This is an optimization exercise on Yosys and OpenROAD, whose aim is a short achievable clock period and few clock cycles per item, not a production implementation. In this exercise RTL edits were held to simulation tests only and were not proved equivalent to the original. Power is estimated from default activity; no workload was simulated.

--- design/flow/run.sh ---
#!/bin/bash
# synth_recipe.tcl (not shown) runs the flow's synth.tcl, then flattens the netlist and writes it again
# the make line also repeats each setting of config.mk as NAME=value (left out here)
make -C /OpenROAD-flow-scripts/flow DESIGN_CONFIG=/design/flow/config.mk WORK_HOME=/design/flow/orfs CLKGATE_MAP_FILE= SYNTH_SCRIPT=/design/flow/synth_recipe.tcl finish
--- design/flow/config.mk ---
export PLATFORM = sky130hd
export DESIGN_NAME = rms_contrast_normalize
export DESIGN_NICKNAME = rms_contrast_normalize
export VERILOG_FILES = /design/flow/design.v
export SDC_FILE = /design/flow/constraint.sdc
export NUM_CORES = 4
export LEC_CHECK = 0
export ABC_CLOCK_PERIOD_IN_PS = 3000
export CAP_MARGIN = 20
export CORE_MARGIN = 2
export CORE_UTILIZATION = 40
export SETUP_SLACK_MARGIN = 5
export SLEW_MARGIN = 20
--- design/flow/constraint.sdc ---
create_clock -name core_clock -period 12.0 [get_ports {aclk}]
set_input_delay 2.4000 -clock core_clock [delete_from_list [all_inputs] [get_ports {aclk}]]
set_output_delay 2.4000 -clock core_clock [all_outputs]
set_load 0.01 [all_outputs]
--- design/flow/design.v ---
`default_nettype none
package rcn_pkg;
    localparam int DIM_W      = 13;
    localparam int MAX_DIM    = 4096;
    localparam int PIX_W      = 16;
    localparam int N_W        = 25;
    localparam int N2_W       = 48;
    localparam int SUM_W      = 40;
    localparam int SQ_W       = 56;
    localparam int INV_W      = 32;
    localparam int OUT_W      = 16;
    localparam int WORD_W     = 1 + 3 * PIX_W;
    localparam int RES_W      = 3 * OUT_W + 5;
    localparam int IN_DEPTH   = 8;
    localparam int IN_AW      = 3;
    localparam int OUT_DEPTH  = 16;
    localparam int OUT_AW     = 4;
    function automatic logic [DIM_W-1:0] clamp_dim(input logic [DIM_W-1:0] v);
        logic [DIM_W-1:0] r;
        if (v == '0) begin
            r = DIM_W'(1);
        end else if (v > DIM_W'(MAX_DIM)) begin
            r = DIM_W'(MAX_DIM);
        end else begin
            r = v;
        end
        clamp_dim = r;
    endfunction
endpackage
`default_nettype wire
`default_nettype none
module rcn_fifo #(
    parameter int W  = 8,
    parameter int D  = 8,
    parameter int AW = 3
) (
    input  wire logic         aclk,
    input  wire logic         rst,
    input  wire logic         push,
    input  wire logic [W-1:0] wdata,
    input  wire logic         pop,
    output logic [W-1:0]      rdata,
    output logic [AW:0]       count
);
    logic [W-1:0]  mem [D];
    logic [AW-1:0] wr_ptr;
    logic [AW-1:0] rd_ptr;
    assign rdata = mem[rd_ptr];
    always_ff @(posedge aclk) begin
        if (rst) begin
            wr_ptr <= '0;
            rd_ptr <= '0;
            count  <= '0;
        end else begin
            if (push) begin
                wr_ptr <= wr_ptr + 1'b1;
            end
            if (pop) begin
                rd_ptr <= rd_ptr + 1'b1;
            end
            if (push && !pop) begin
                count <= count + 1'b1;
            end else if (pop && !push) begin
                count <= count - 1'b1;
            end
        end
    end
    always_ff @(posedge aclk) begin
        if (push) begin
            mem[wr_ptr] <= wdata;
        end
    end
endmodule
`default_nettype wire
`default_nettype none
module rcn_solver (
    input  wire logic                      aclk,
    input  wire logic                      rst,
    input  wire logic                      go,
    input  wire logic [rcn_pkg::SUM_W-1:0] s1_in,
    input  wire logic [rcn_pkg::SQ_W-1:0]  s2_in,
    input  wire logic [rcn_pkg::N_W-1:0]   n_in,
    input  wire logic [rcn_pkg::N2_W-1:0]  n2_in,
    output logic                           done,
    output logic [rcn_pkg::PIX_W-1:0]      mean,
    output logic [rcn_pkg::INV_W-1:0]      inv,
    output logic [rcn_pkg::INV_W+1:0]      inv3,
    output logic                           flat
);
    localparam int AW = 86;    
    localparam int BW = 86;    
    localparam int DW = 84;    
    localparam int RW = 103;   
    localparam int SW = 144;   
    typedef enum logic [2:0] {
        S_IDLE, S_MUL, S_FIN, S_INIT, S_ROOT, S_RES, S_DONE
    } state_t;
    state_t                    state;
    logic [5:0]                step;
    logic [rcn_pkg::SUM_W-1:0] s1_q;
    logic [rcn_pkg::SQ_W-1:0]  s2_q;
    logic [rcn_pkg::N_W-1:0]   n_q;
    logic [rcn_pkg::N2_W-1:0]  n2_q;
    logic [24:0]               ndig_q;    
    logic [39:0]               sdig_q;    
    logic [AW-1:0]             as_q, ac_q;
    logic [BW-1:0]             bs_q, bc_q;
    logic [DW-1:0]             d_q;
    logic [RW-1:0]             r_q;
    logic [RW-1:0]             qs_q;
    logic [SW-1:0]             ds_q;
    logic [rcn_pkg::INV_W-1:0] root_q;
    logic                      flat_q;
    logic [rcn_pkg::SUM_W:0]   num_q;
    logic [rcn_pkg::N_W-1:0]   rem_q;
    logic [15:0]               nb_q;
    logic [15:0]               quo_q;
    logic [3:0]                dstep;
    logic                      dnum;
    logic                      dini;
    logic                      drun;
    logic [AW-1:0] a_rows [7];
    logic [BW-1:0] b_rows [10];
    logic [AW-1:0] a_s, a_c;
    logic [BW-1:0] b_s, b_c;
    function automatic logic [AW-1:0] maj(input logic [AW-1:0] x, input logic [AW-1:0] y,
                                          input logic [AW-1:0] z);
        maj = ((x & y) | (x & z) | (y & z)) << 1;
    endfunction
    always_comb begin
        a_rows[0] = as_q << 5;
        a_rows[1] = ac_q << 5;
        for (int b = 0; b < 5; b++) begin
            a_rows[2 + b] = ndig_q[20 + b] ? (AW'(s2_q) << b) : '0;
        end
        b_rows[0] = bs_q << 8;
        b_rows[1] = bc_q << 8;
        for (int b = 0; b < 8; b++) begin
            b_rows[2 + b] = sdig_q[32 + b] ? (BW'(s1_q) << b) : '0;
        end
    end
    always_comb begin
        logic [AW-1:0] s1, c1, s2, c2, s3, c3, s4, c4;
        s1 = a_rows[0] ^ a_rows[1] ^ a_rows[2];
        c1 = maj(a_rows[0], a_rows[1], a_rows[2]);
        s2 = a_rows[3] ^ a_rows[4] ^ a_rows[5];
        c2 = maj(a_rows[3], a_rows[4], a_rows[5]);
        s3 = s1 ^ c1 ^ s2;
        c3 = maj(s1, c1, s2);
        s4 = s3 ^ c3 ^ c2;
        c4 = maj(s3, c3, c2);
        a_s = s4 ^ c4 ^ a_rows[6];
        a_c = maj(s4, c4, a_rows[6]);
    end
    always_comb begin
        logic [BW-1:0] s1, c1, s2, c2, s3, c3, s4, c4, s5, c5, s6, c6, s7, c7;
        s1 = b_rows[0] ^ b_rows[1] ^ b_rows[2];
        c1 = maj(b_rows[0], b_rows[1], b_rows[2]);
        s2 = b_rows[3] ^ b_rows[4] ^ b_rows[5];
        c2 = maj(b_rows[3], b_rows[4], b_rows[5]);
        s3 = b_rows[6] ^ b_rows[7] ^ b_rows[8];
        c3 = maj(b_rows[6], b_rows[7], b_rows[8]);
        s4 = s1 ^ c1 ^ s2;
        c4 = maj(s1, c1, s2);
        s5 = c2 ^ s3 ^ c3;
        c5 = maj(c2, s3, c3);
        s6 = s4 ^ c4 ^ s5;
        c6 = maj(s4, c4, s5);
        s7 = s6 ^ c6 ^ c5;
        c7 = maj(s6, c6, c5);
        b_s = s7 ^ c7 ^ b_rows[9];
        b_c = maj(s7, c7, b_rows[9]);
    end
    logic [RW:0]   diff;
    logic          accept;
    logic [RW-1:0] qs_half;
    assign diff    = {1'b0, r_q} - {1'b0, qs_q} - {1'b0, ds_q[RW-1:0]};
    assign accept  = !diff[RW] && !(|ds_q[SW-1:RW]);
    assign qs_half = qs_q >> 1;
    logic [rcn_pkg::N_W:0] rem_sh;
    logic [rcn_pkg::N_W:0] rem_sub;
    assign rem_sh  = {rem_q, nb_q[15]};
    assign rem_sub = rem_sh - {1'b0, n_q};
    always_ff @(posedge aclk) begin
        if (rst) begin
            state <= S_IDLE;
            done  <= 1'b0;
            drun  <= 1'b0;
            dnum  <= 1'b0;
            dini  <= 1'b0;
        end else begin
            done <= 1'b0;
            case (state)
                S_IDLE: begin
                    if (go) begin
                        state <= S_MUL;
                        dnum  <= 1'b1;
                    end
                end
                S_MUL: begin
                    if (step == 6'd4) begin
                        state <= S_FIN;
                    end
                end
                S_FIN: begin
                    state <= S_INIT;
                end
                S_INIT: begin
                    state <= S_ROOT;
                end
                S_ROOT: begin
                    if (step == 6'd31) begin
                        state <= S_RES;
                    end
                end
                S_RES: begin
                    state <= S_DONE;
                end
                S_DONE: begin
                    done  <= 1'b1;
                    state <= S_IDLE;
                end
                default: begin
                    state <= S_IDLE;
                end
            endcase
            dini <= dnum;
            if (dnum) begin
                dnum <= 1'b0;
            end
            if (dini) begin
                drun <= 1'b1;
            end else if (drun && dstep == 4'd15) begin
                drun <= 1'b0;
            end
        end
    end
    always_ff @(posedge aclk) begin
        case (state)
            S_IDLE: begin
                s1_q   <= s1_in;
                s2_q   <= s2_in;
                n_q    <= n_in;
                n2_q   <= n2_in;
                ndig_q <= n_in;
                sdig_q <= s1_in;
                as_q   <= '0;
                ac_q   <= '0;
                bs_q   <= '0;
                bc_q   <= '0;
                step   <= '0;
            end
            S_MUL: begin
                as_q   <= a_s;
                ac_q   <= a_c;
                bs_q   <= b_s;
                bc_q   <= b_c;
                ndig_q <= ndig_q << 5;
                sdig_q <= sdig_q << 8;
                step   <= step + 1'b1;
            end
            S_FIN: begin
                d_q <= DW'(as_q) + DW'(ac_q) - DW'(bs_q) - DW'(bc_q);
            end
            S_INIT: begin
                flat_q <= d_q[DW-1] || (d_q == '0);
                r_q    <= {n2_q, 54'd0};
                qs_q   <= '0;
                ds_q   <= {d_q[DW-3:0], 62'd0};
                root_q <= '0;
                step   <= '0;
            end
            S_ROOT: begin
                step   <= step + 1'b1;
                root_q <= {root_q[rcn_pkg::INV_W-2:0], accept};
                ds_q   <= ds_q >> 2;
                if (accept) begin
                    r_q  <= diff[RW-1:0];
                    qs_q <= qs_half + ds_q[RW-1:0];
                end else begin
                    qs_q <= qs_half;
                end
            end
            S_RES: begin
                inv  <= flat_q ? '0 : root_q;
                flat <= flat_q;
            end
            S_DONE: begin
                inv3 <= {2'b00, inv} + {1'b0, inv, 1'b0};
            end
            default: begin
                step <= step;
            end
        endcase
    end
    always_ff @(posedge aclk) begin
        if (dnum) begin
            num_q <= {1'b0, s1_q} + (rcn_pkg::SUM_W+1)'(n_q >> 1);
        end
        if (dini) begin
            rem_q <= num_q[rcn_pkg::SUM_W-1:16];
            nb_q  <= num_q[15:0];
            dstep <= '0;
        end else if (drun) begin
            rem_q <= rem_sub[rcn_pkg::N_W] ? rem_sh[rcn_pkg::N_W-1:0]
                                            : rem_sub[rcn_pkg::N_W-1:0];
            quo_q <= {quo_q[14:0], !rem_sub[rcn_pkg::N_W]};
            nb_q  <= nb_q << 1;
            dstep <= dstep + 1'b1;
        end
    end
    assign mean = quo_q;
endmodule
`default_nettype wire
`default_nettype none
module rcn_norm (
    input  wire logic                      aclk,
    input  wire logic                      in_load,
    input  wire logic [rcn_pkg::PIX_W-1:0] x,
    input  wire logic [rcn_pkg::PIX_W-1:0] mean,
    input  wire logic [rcn_pkg::INV_W-1:0] inv,
    input  wire logic [rcn_pkg::INV_W+1:0] inv3,
    output logic [rcn_pkg::OUT_W-1:0]      res,
    output logic                           clip
);
    localparam int PW = rcn_pkg::INV_W + 2;    
    logic [rcn_pkg::PIX_W-1:0] d1;
    logic                      neg1, neg2, neg3, neg4;
    logic [PW+1:0]             s2 [4];
    logic [PW+5:0]             t3 [2];
    logic [49:0]               p4;
    always_ff @(posedge aclk) begin
        if (in_load) begin
            neg1 <= (x < mean);
            d1   <= (x < mean) ? mean - x : x - mean;
        end
    end
    logic [PW-1:0] pp [8];
    always_comb begin
        for (int k = 0; k < 8; k++) begin
            case (d1[2*k +: 2])
                2'd0: pp[k] = '0;
                2'd1: pp[k] = PW'(inv);
                2'd2: pp[k] = PW'({inv, 1'b0});
                default: pp[k] = inv3;
            endcase
        end
    end
    always_ff @(posedge aclk) begin
        neg2 <= neg1;
        for (int j = 0; j < 4; j++) begin
            s2[j] <= (PW+2)'(pp[2*j]) + ((PW+2)'(pp[2*j+1]) << 2);
        end
    end
    always_ff @(posedge aclk) begin
        neg3  <= neg2;
        t3[0] <= (PW+6)'(s2[0]) + ((PW+6)'(s2[1]) << 4);
        t3[1] <= (PW+6)'(s2[2]) + ((PW+6)'(s2[3]) << 4);
    end
    always_ff @(posedge aclk) begin
        neg4 <= neg3;
        p4   <= 50'(t3[0]) + (50'(t3[1]) << 8)
              + (neg3 ? {{34{1'b1}}, 16'h0000} : 50'h10000);
    end
    logic [32:0] q;
    logic        big;
    logic [15:0] mag;
    assign q    = p4[49:17];
    assign big  = !q[32] && (|q[31:15]);
    assign mag  = big ? 16'h7FFF : q[15:0];
    assign res  = neg4 ? ~mag : mag;
    assign clip = big;
endmodule
`default_nettype wire
`default_nettype none
module rms_contrast_normalize (
    input  wire logic                          aclk,
    input  wire logic                          aresetn,
    input  wire logic                          s_valid,
    output logic                               s_ready,
    input  wire logic                          s_mode,
    input  wire logic [15:0]                   s_red,
    input  wire logic [15:0]                   s_green,
    input  wire logic [15:0]                   s_blue,
    output logic                               m_valid,
    input  wire logic                          m_ready,
    output logic [15:0]                        m_red,
    output logic [15:0]                        m_green,
    output logic [15:0]                        m_blue,
    output logic [2:0]                         m_flat,
    output logic                               m_clipped,
    output logic                               m_not_ready,
    input  wire logic                          cfg_we,
    input  wire logic [1:0]                    cfg_index,
    input  wire logic [12:0]                   cfg_data
);
    localparam int DIM_W     = rcn_pkg::DIM_W;
    localparam int PIX_W     = rcn_pkg::PIX_W;
    localparam int N_W       = rcn_pkg::N_W;
    localparam int N2_W      = rcn_pkg::N2_W;
    localparam int SUM_W     = rcn_pkg::SUM_W;
    localparam int SQ_W      = rcn_pkg::SQ_W;
    localparam int INV_W     = rcn_pkg::INV_W;
    localparam int OUT_W     = rcn_pkg::OUT_W;
    localparam int WORD_W    = rcn_pkg::WORD_W;
    localparam int RES_W     = rcn_pkg::RES_W;
    localparam int IN_DEPTH  = rcn_pkg::IN_DEPTH;
    localparam int IN_AW     = rcn_pkg::IN_AW;
    localparam int OUT_DEPTH = rcn_pkg::OUT_DEPTH;
    localparam int OUT_AW    = rcn_pkg::OUT_AW;
    logic rstn_q;
    logic rst;
    always_ff @(posedge aclk) begin
        rstn_q <= aresetn;
    end
    assign rst = !rstn_q;
    logic               rdy_q;
    logic               iv_q;
    logic [WORD_W-1:0]  iw_q;
    logic [IN_AW:0]     icnt;
    logic [WORD_W-1:0]  head;
    logic               head_v;
    logic               pop;
    always_ff @(posedge aclk) begin
        iw_q <= {s_mode, s_red, s_green, s_blue};
        if (!aresetn || rst) begin
            rdy_q <= 1'b0;
            iv_q  <= 1'b0;
        end else begin
            iv_q  <= s_valid && rdy_q;
            rdy_q <= ((IN_AW+2)'(icnt) + (IN_AW+2)'(iv_q) + (IN_AW+2)'(rdy_q) + 1'b1)
                     <= (IN_AW+2)'(IN_DEPTH);
        end
    end
    assign s_ready = rdy_q;
    rcn_fifo #(.W(WORD_W), .D(IN_DEPTH), .AW(IN_AW)) u_in (
        .aclk  (aclk),
        .rst   (rst),
        .push  (iv_q),
        .wdata (iw_q),
        .pop   (pop),
        .rdata (head),
        .count (icnt)
    );
    assign head_v = (icnt != '0);
    logic             cwe_q;
    logic [1:0]       cidx_q;
    logic [DIM_W-1:0] cdat_q;
    logic             cfg_hit;
    logic [DIM_W-1:0] w_q, h_q, wm1_q, hm1_q;
    logic [DIM_W-1:0] cx_q, cy_q;
    always_ff @(posedge aclk) begin
        cwe_q  <= cfg_we;
        cidx_q <= cfg_index;
        cdat_q <= cfg_data;
    end
    assign cfg_hit = cwe_q && !cidx_q[1];
    logic             dims_rdy;
    logic [2:0]       dph;
    logic [4:0]       dcnt;
    logic [N_W-1:0]   n_q;
    logic [N2_W-1:0]  n2_q;
    logic [N_W-1:0]   macc;
    logic [N2_W-1:0]  macc2;
    logic [DIM_W-1:0] hb_q;
    logic [N_W-1:0]   nb_q;
    always_ff @(posedge aclk) begin
        if (rst) begin
            w_q      <= DIM_W'(1);
            h_q      <= DIM_W'(1);
            wm1_q    <= '0;
            hm1_q    <= '0;
            n_q      <= N_W'(1);
            n2_q     <= N2_W'(1);
            dims_rdy <= 1'b1;
            dph      <= 3'd0;
        end else if (cfg_hit) begin
            if (cidx_q[0] == 1'b0) begin
                w_q   <= rcn_pkg::clamp_dim(cdat_q);
                wm1_q <= rcn_pkg::clamp_dim(cdat_q) - 1'b1;
            end else begin
                h_q   <= rcn_pkg::clamp_dim(cdat_q);
                hm1_q <= rcn_pkg::clamp_dim(cdat_q) - 1'b1;
            end
            dims_rdy <= 1'b0;
            dph      <= 3'd1;
        end else begin
            case (dph)
                3'd1: begin
                    macc <= '0;
                    hb_q <= h_q;
                    dcnt <= '0;
                    dph  <= 3'd2;
                end
                3'd2: begin
                    macc <= (macc << 1) + (hb_q[DIM_W-1] ? N_W'(w_q) : '0);
                    hb_q <= hb_q << 1;
                    dcnt <= dcnt + 1'b1;
                    if (dcnt == 5'(DIM_W - 1)) begin
                        dph <= 3'd3;
                    end
                end
                3'd3: begin
                    n_q   <= macc;
                    nb_q  <= macc;
                    macc2 <= '0;
                    dcnt  <= '0;
                    dph   <= 3'd4;
                end
                3'd4: begin
                    macc2 <= (macc2 << 1) + (nb_q[N_W-1] ? N2_W'(n_q) : '0);
                    nb_q  <= nb_q << 1;
                    dcnt  <= dcnt + 1'b1;
                    if (dcnt == 5'(N_W - 1)) begin
                        dph <= 3'd0;
                    end
                end
                default: begin
                    if (!dims_rdy) begin
                        n2_q     <= macc2;
                        dims_rdy <= 1'b1;
                    end
                end
            endcase
        end
    end
    logic           busy_q;
    logic           pend_q;
    logic           stats_q;
    logic           at_last;
    logic           st_pop;
    logic           nm_pop;
    logic [4:0]     outst_q;
    logic           take_q;
    logic           a1_v, a2_v, a3_v;
    logic           a1_fe, a2_fe, a3_fe, a4_fe;
    logic [15:0]    a1_x [3];
    logic [15:0]    a2_x [3];
    logic [15:0]    a2_ll [3], a2_lh [3], a2_hh [3];
    logic [31:0]    a3_sq [3];
    logic [15:0]    a3_x [3];
    logic [SUM_W-1:0] s1_q [3];
    logic [SQ_W-1:0]  s2_q [3];
    logic           go;
    logic [2:0]     sv_done;
    logic [PIX_W-1:0] sv_mean [3];
    logic [INV_W-1:0] sv_inv [3];
    logic [INV_W+1:0] sv_inv3 [3];
    logic [2:0]       sv_flat;
    logic [PIX_W-1:0] mean_q [3];
    logic [INV_W-1:0] inv_q [3];
    logic [INV_W+1:0] inv3_q [3];
    logic [2:0]       flat_q;
    assign at_last = (cx_q == wm1_q) && (cy_q == hm1_q);
    assign st_pop  = head_v && !busy_q && !head[WORD_W-1];
    assign nm_pop  = head_v && !busy_q && head[WORD_W-1] && !outst_q[4];
    assign pop     = st_pop || nm_pop;
    assign go      = pend_q && dims_rdy;
    always_ff @(posedge aclk) begin
        if (rst) begin
            busy_q  <= 1'b0;
            pend_q  <= 1'b0;
            stats_q <= 1'b0;
            cx_q    <= '0;
            cy_q    <= '0;
            a1_v    <= 1'b0;
            a2_v    <= 1'b0;
            a3_v    <= 1'b0;
            a1_fe   <= 1'b0;
            a2_fe   <= 1'b0;
            a3_fe   <= 1'b0;
            a4_fe   <= 1'b0;
            outst_q <= '0;
            take_q  <= 1'b0;
            flat_q  <= '0;
            for (int c = 0; c < 3; c++) begin
                s1_q[c]   <= '0;
                s2_q[c]   <= '0;
                mean_q[c] <= '0;
                inv_q[c]  <= '0;
                inv3_q[c] <= '0;
            end
        end else begin
            take_q  <= m_valid && m_ready;
            outst_q <= outst_q + 5'(nm_pop) - 5'(take_q);
            a1_v  <= st_pop;
            a1_fe <= st_pop && at_last;
            a2_v  <= a1_v;
            a2_fe <= a1_fe;
            a3_v  <= a2_v;
            a3_fe <= a2_fe;
            a4_fe <= a3_fe;
            if (cfg_hit) begin
                cx_q <= '0;
                cy_q <= '0;
            end else if (st_pop) begin
                if (at_last) begin
                    cx_q   <= '0;
                    cy_q   <= '0;
                    busy_q <= 1'b1;
                end else if (cx_q == wm1_q) begin
                    cx_q <= '0;
                    cy_q <= cy_q + 1'b1;
                end else begin
                    cx_q <= cx_q + 1'b1;
                end
            end
            if (a4_fe) begin
                pend_q <= 1'b1;
            end else if (go) begin
                pend_q <= 1'b0;
            end
            if (cfg_hit || go) begin
                for (int c = 0; c < 3; c++) begin
                    s1_q[c] <= '0;
                    s2_q[c] <= '0;
                end
            end else if (a3_v) begin
                for (int c = 0; c < 3; c++) begin
                    s1_q[c] <= s1_q[c] + SUM_W'(a3_x[c]);
                    s2_q[c] <= s2_q[c] + SQ_W'(a3_sq[c]);
                end
            end
            if (sv_done[0]) begin
                busy_q  <= 1'b0;
                stats_q <= 1'b1;
                flat_q  <= sv_flat;
                for (int c = 0; c < 3; c++) begin
                    mean_q[c] <= sv_mean[c];
                    inv_q[c]  <= sv_inv[c];
                    inv3_q[c] <= sv_inv3[c];
                end
            end
        end
    end
    always_ff @(posedge aclk) begin
        for (int c = 0; c < 3; c++) begin
            a1_x[c]  <= head[16*(2-c) +: 16];
            a2_x[c]  <= a1_x[c];
            a2_ll[c] <= a1_x[c][7:0] * a1_x[c][7:0];
            a2_lh[c] <= a1_x[c][7:0] * a1_x[c][15:8];
            a2_hh[c] <= a1_x[c][15:8] * a1_x[c][15:8];
            a3_x[c]  <= a2_x[c];
            a3_sq[c] <= {a2_hh[c], 16'h0000} + {7'd0, a2_lh[c], 9'd0} + {16'h0000, a2_ll[c]};
        end
    end
    genvar gc;
    generate
        for (gc = 0; gc < 3; gc++) begin : g_ch
            rcn_solver u_solver (
                .aclk  (aclk),
                .rst   (rst),
                .go    (go),
                .s1_in (s1_q[gc]),
                .s2_in (s2_q[gc]),
                .n_in  (n_q),
                .n2_in (n2_q),
                .done  (sv_done[gc]),
                .mean  (sv_mean[gc]),
                .inv   (sv_inv[gc]),
                .inv3  (sv_inv3[gc]),
                .flat  (sv_flat[gc])
            );
        end
    endgenerate
    logic       p1_v, p2_v, p3_v, p4_v;
    logic       p1_nr, p2_nr, p3_nr, p4_nr;
    logic [2:0] p1_fl, p2_fl, p3_fl, p4_fl;
    logic [OUT_W-1:0] nres [3];
    logic [2:0]       nclip;
    always_ff @(posedge aclk) begin
        if (rst) begin
            p1_v <= 1'b0;
            p2_v <= 1'b0;
            p3_v <= 1'b0;
            p4_v <= 1'b0;
        end else begin
            p1_v <= nm_pop;
            p2_v <= p1_v;
            p3_v <= p2_v;
            p4_v <= p3_v;
        end
    end
    always_ff @(posedge aclk) begin
        p1_nr <= !stats_q;
        p1_fl <= flat_q;
        p2_nr <= p1_nr;
        p2_fl <= p1_fl;
        p3_nr <= p2_nr;
        p3_fl <= p2_fl;
        p4_nr <= p3_nr;
        p4_fl <= p3_fl;
    end
    generate
        for (gc = 0; gc < 3; gc++) begin : g_norm
            rcn_norm u_norm (
                .aclk    (aclk),
                .in_load (nm_pop),
                .x       (head[16*(2-gc) +: 16]),
                .mean    (mean_q[gc]),
                .inv     (inv_q[gc]),
                .inv3    (inv3_q[gc]),
                .res     (nres[gc]),
                .clip    (nclip[gc])
            );
        end
    endgenerate
    logic [RES_W-1:0] rword;
    logic [OUT_W-1:0] ro [3];
    logic             rclip;
    always_comb begin
        rclip = 1'b0;
        for (int c = 0; c < 3; c++) begin
            if (p4_nr || p4_fl[c]) begin
                ro[c] = '0;
            end else begin
                ro[c] = nres[c];
                rclip = rclip | nclip[c];
            end
        end
        rword = {ro[0], ro[1], ro[2], p4_nr ? 3'b000 : p4_fl, rclip, p4_nr};
    end
    logic [OUT_AW:0]   ocnt;
    logic [RES_W-1:0]  ohead;
    logic              opop;
    logic              mv_q;
    logic [RES_W-1:0]  md_q;
    assign opop = (ocnt != '0) && (!mv_q || m_ready);
    rcn_fifo #(.W(RES_W), .D(OUT_DEPTH), .AW(OUT_AW)) u_out (
        .aclk  (aclk),
        .rst   (rst),
        .push  (p4_v),
        .wdata (rword),
        .pop   (opop),
        .rdata (ohead),
        .count (ocnt)
    );
    always_ff @(posedge aclk) begin
        if (!aresetn || rst) begin
            mv_q <= 1'b0;
        end else if (!mv_q || m_ready) begin
            mv_q <= (ocnt != '0);
        end
    end
    always_ff @(posedge aclk) begin
        if (!mv_q || m_ready) begin
            md_q <= ohead;
        end
    end
    assign m_valid     = mv_q;
    assign m_red       = md_q[52:37];
    assign m_green     = md_q[36:21];
    assign m_blue      = md_q[20:5];
    assign m_flat      = md_q[4:2];
    assign m_clipped   = md_q[1];
    assign m_not_ready = md_q[0];
endmodule
`default_nettype wire
==> run summary <==
* Run status: finished clean
* Initial antenna violation count at 86
* Clock-pin slew on the worst setup and hold paths at 60 ps
* CP Class: reg2reg
* Core area at 1,160,000 um2
* Max-cap viol count at 0
* Mapped Nets at 49,100
* Largest net degree at the start of global routing at 200
* Syn Inst Count at 42,600
* Initial DRC count at 24,300
* Die area at 1,170,000 um2
* Die width at 1080 um
* Initial Utilization at 40.1%
* FILL cells at 107,000
* Post-Syn Area per Cell at 10.9 um2
* Yosys top cell area share at 32.7%
* Clock root buffer: clkbuf_16
* Final Max Tran Viols at 0
* Port Buffers at 123
* Post-CTS Hold Fix Bufs at 0
* CP max-delay cell: a31oi_1
* Die Height at 1080 um
* Layout area overhead at 9.89%
* Vias in the first global route at 322,000
* Drt drc at 0
* Period utilization at 55.8%
* Global route overflow at 0
* CTS tree: built
* Final Critical Period at 6690 ps
* Leak Pwr at 0.220 uW
* Hold Crit Class: reg2reg
* Worst path cell trace: inv_1, fa_1, fa_1, inv_1, ha_1, a21oi_1, o21ai_0, a31oi_1, a2111oi_0, buf_4, o21ai_0, a21oi_1, o21ai_0, o22ai_1, a31oi_1, nor3_1, o211a_1, or2_2, a21oi_1, o21bai_1, xor2_1
* CTS Buffer Depth at 5
* Final WL at 1,250,000 um
* Final setup viols at 0
* Clk sinks at 7,018
* CP arrival at 7610 ps
* Startpoint types: register
* Setup ws final at 5310 ps
* Sequential area share after synthesis at 41.1%
* Count leader, synth: edfxtp_1
* Fin util at 44.1%
* Asr flop ratio synth at 0%
* DP Cell Count at 56,800
* Worst-Margin Slew at 1240 ps
* Mapped Area at 464,000 um2
* Main flop type after synthesis: edfxtp_1
* Synth warn at 40
* TNS Setup at 0 ps
* Final #Nets at 48,700
* Distinct cells, synth at 105
* Unrepaired setup endpoints after global routing: false
* Post-synth EDFFs at 5,051
* Top cells by area in the synthesized netlist: edfxtp_1 33%, fa_1 12%, ha_1 9.8%, dfxtp_1 8.5%, and2_1 3.8%
* First-pass GRT wire length at 1,920,000 um
* Slew headroom at 16.3%
* Flops & latches, synth at 7,018
* Crit-path max FO at 5
* I/O Pins at 124
* ANT nets after route at 0
* Worst EP required at 12,920 ps
* Worst IR drop on VDD at 0.382 mV
* Post-Layout Cell Count at 58,400
* H-tree levels at 6
* Pwr per Cell Area at 178 nW/um2
* Most common library cells after synthesis: 5,051 x edfxtp_1, 4,030 x inv_1, 3,652 x ha_1
* Clock skew at 152 ps
* Share of layout cells above drive strength 1 at 7.37%
* RePlAce Congestion at 0.919
* Area leader, netlist: edfxtp_1
* Fmax at 0.149 GHz
* CTS Buf Count at 796
* CP Capture Type: register
* Wire per inst at 21.4 um
* Hpwl dp at 940,000 um
* Drt pass-1 iters at 6
* Fin. Hold Viols at 0
* Setup WS pre-CTS at 3750 ps
* Vias per cell at 5.35
* GR Util All Layers at 21.0%
* Clock Latency Late Sink at 1240 ps
* Crit path largest cell delay at 700 ps
* Rows at 395
* Via total after detailed routing at 313,000
==> where the power goes <==
part           switching [uW]  internal [uW]
clock                   10600          15000
sequential               1880          28800
combinational           20300          14400
total                   32800          58200
==> cell type report <==
class | instances | area, um2 | area share [%]
Clock inverter | 457 | 5780 | 1.13
Antenna cell | 59 | 148 | 0.0289
Inverter | 4032 | 15100 | 2.97
Tap cell | 15500 | 19400 | 3.80
Multi-Input combinational cell | 29800 | 252000 | 49.4
Timing Repair Buffer | 552 | 4760 | 0.933
Clock buffer | 1022 | 21800 | 4.27
Sequential cell | 7018 | 191000 | 37.5
==> final timing paths <==
| path | to | start | slack [ps] | cells past startpoint |
|---|---|---|---|---|
| min | a3_sq[0][6] | a2_ll[0][6] | 290 | 0 |
| min reg2reg | a3_sq[0][6] | a2_ll[0][6] | 290 | 0 |
| max reg2reg | g_ch[2].u_solver.d_q[76] | g_ch[2].u_solver.ac_q[9] | 5310 | 21 |
| max | g_ch[2].u_solver.d_q[76] | g_ch[2].u_solver.ac_q[9] | 5310 | 21 |
==> cells in the final DEF (no fill, tap or decap), types with 155 or more instances in the layout <==
cell type,n
inv_1,4029
nor2b_1,504
mux4_2,363
nand2b_1,261
fa_1,2784
dfxtp_1,1947
xnor2_1,1486
a211oi_1,200
nor2_1,2678
mux2i_1,600
and3_1,294
clkbuf_16,814
o21a_1,286
nand3_1,567
nor4_1,155
ha_1,3652
a31oi_1,164
nand2_1,3261
mux2_2,785
o21bai_1,377
and2_1,2818
nor3_1,375
nand4_1,352
a21oi_1,2174
o31ai_1,169
xor2_1,872
buf_4,397
a21o_1,1051
o21ai_0,1477
edfxtp_1,5051
a22o_1,716
==> through the flow <==
stage | hold slack [ps] | power (uW) | cell area (um2)
final | 290 | 91000 | 510000
after global routing | 296 | 97200 | 510000
after CTS | 286 | 91900 | 510000
after detailed placement | 312 | 65900 | 482000
after global placement | 310 | 65200 | 482000
after floorplan | 310 | 55800 | 464000
==> critical path, delay by kind of cell (launching register included) <==
family	cells	cell delay, ps
AO/OA/AOI/OAI	12	3730
XOR/XNOR	1	170
adder cells (fa/ha/maj)	3	1260
buffers and inverters	3	400
flip-flops	1	420
AND/OR/NAND/NOR	2	440
==> state kept, by name, indices dropped and copies added (netlist names), 144 cells and up, named ones only <==
| signal | count |
|---|---|
| g_ch.u_solver.ac_q | 240 |
| g_ch.u_solver.bc_q | 237 |
| g_ch.u_solver.s2_q | 168 |
| g_ch.u_solver.bs_q | 252 |
| g_norm.u_norm.t3 | 216 |
| u_out.mem | 848 |
| g_norm.u_norm.s2 | 420 |
| g_ch.u_solver.r_q | 309 |
| g_ch.u_solver.n2_q | 144 |
| s2_q | 168 |
| g_ch.u_solver.as_q | 252 |
| g_ch.u_solver.ds_q | 432 |
| u_in.mem | 392 |
| g_ch.u_solver.qs_q | 309 |
| g_ch.u_solver.d_q | 252 |
==> cells by family after synthesis <==
family	Yosys count	share of synthesized area [%]
fa+ha+maj	6436	21.8
buf+inv	5777	4.70
xor+xnor	2365	4.46
compound gates	7422	10.4
flops	7018	41.1
mux	1751	4.97
simple gates	11800	12.5
==> metal layers <==
metal  GRT usage [%]  up-vias  share of wire [%]  wire length, um
li1                -   146000                  -                -
met1            28.1   156000                 44           546000
met2            34.9     8499                 47           584000
met3            3.29     1866                6.3            78800
met4            6.59       16                3.5            43300
met5               0        -             0.0084              105
==> repair_timing <==
item                                    CTS  global route
cloned                                    3             1
setup buffers                             0             6
gates resized for setup                  10            15
pin swaps                                 1             2
endpoints found under the setup margin  243           295
Testbench counts, summed over its fixed seeds: cycles 54,000, items 53,176.

==> re-timing with driven ports <==
No port has a modelled driver above. Below, the same layout with a new extraction and two added sets of constraints. Step 1 assumes that a clkbuf_16 drives the clock port and a buf_2 every other input. Step 2 times the ports against the registers' clock, not the clock port: input delays grow and output delays shrink by t, the midpoint of the rising clock arrivals with the driver on. a / b / c = ideal / step 1 / step 2; a / b = the first two.
t (ns): 1.306
setup slack, ns: 5.310 / 5.310 / 5.310
hold slack, ns: 0.290 / 0.290 / 0.290
worst setup path after step 2: register to register
After both steps this run still meets setup and hold. For this run, drivers alone change the setup slack by 0.000 ns; drivers and shift together by 0.000 ns.
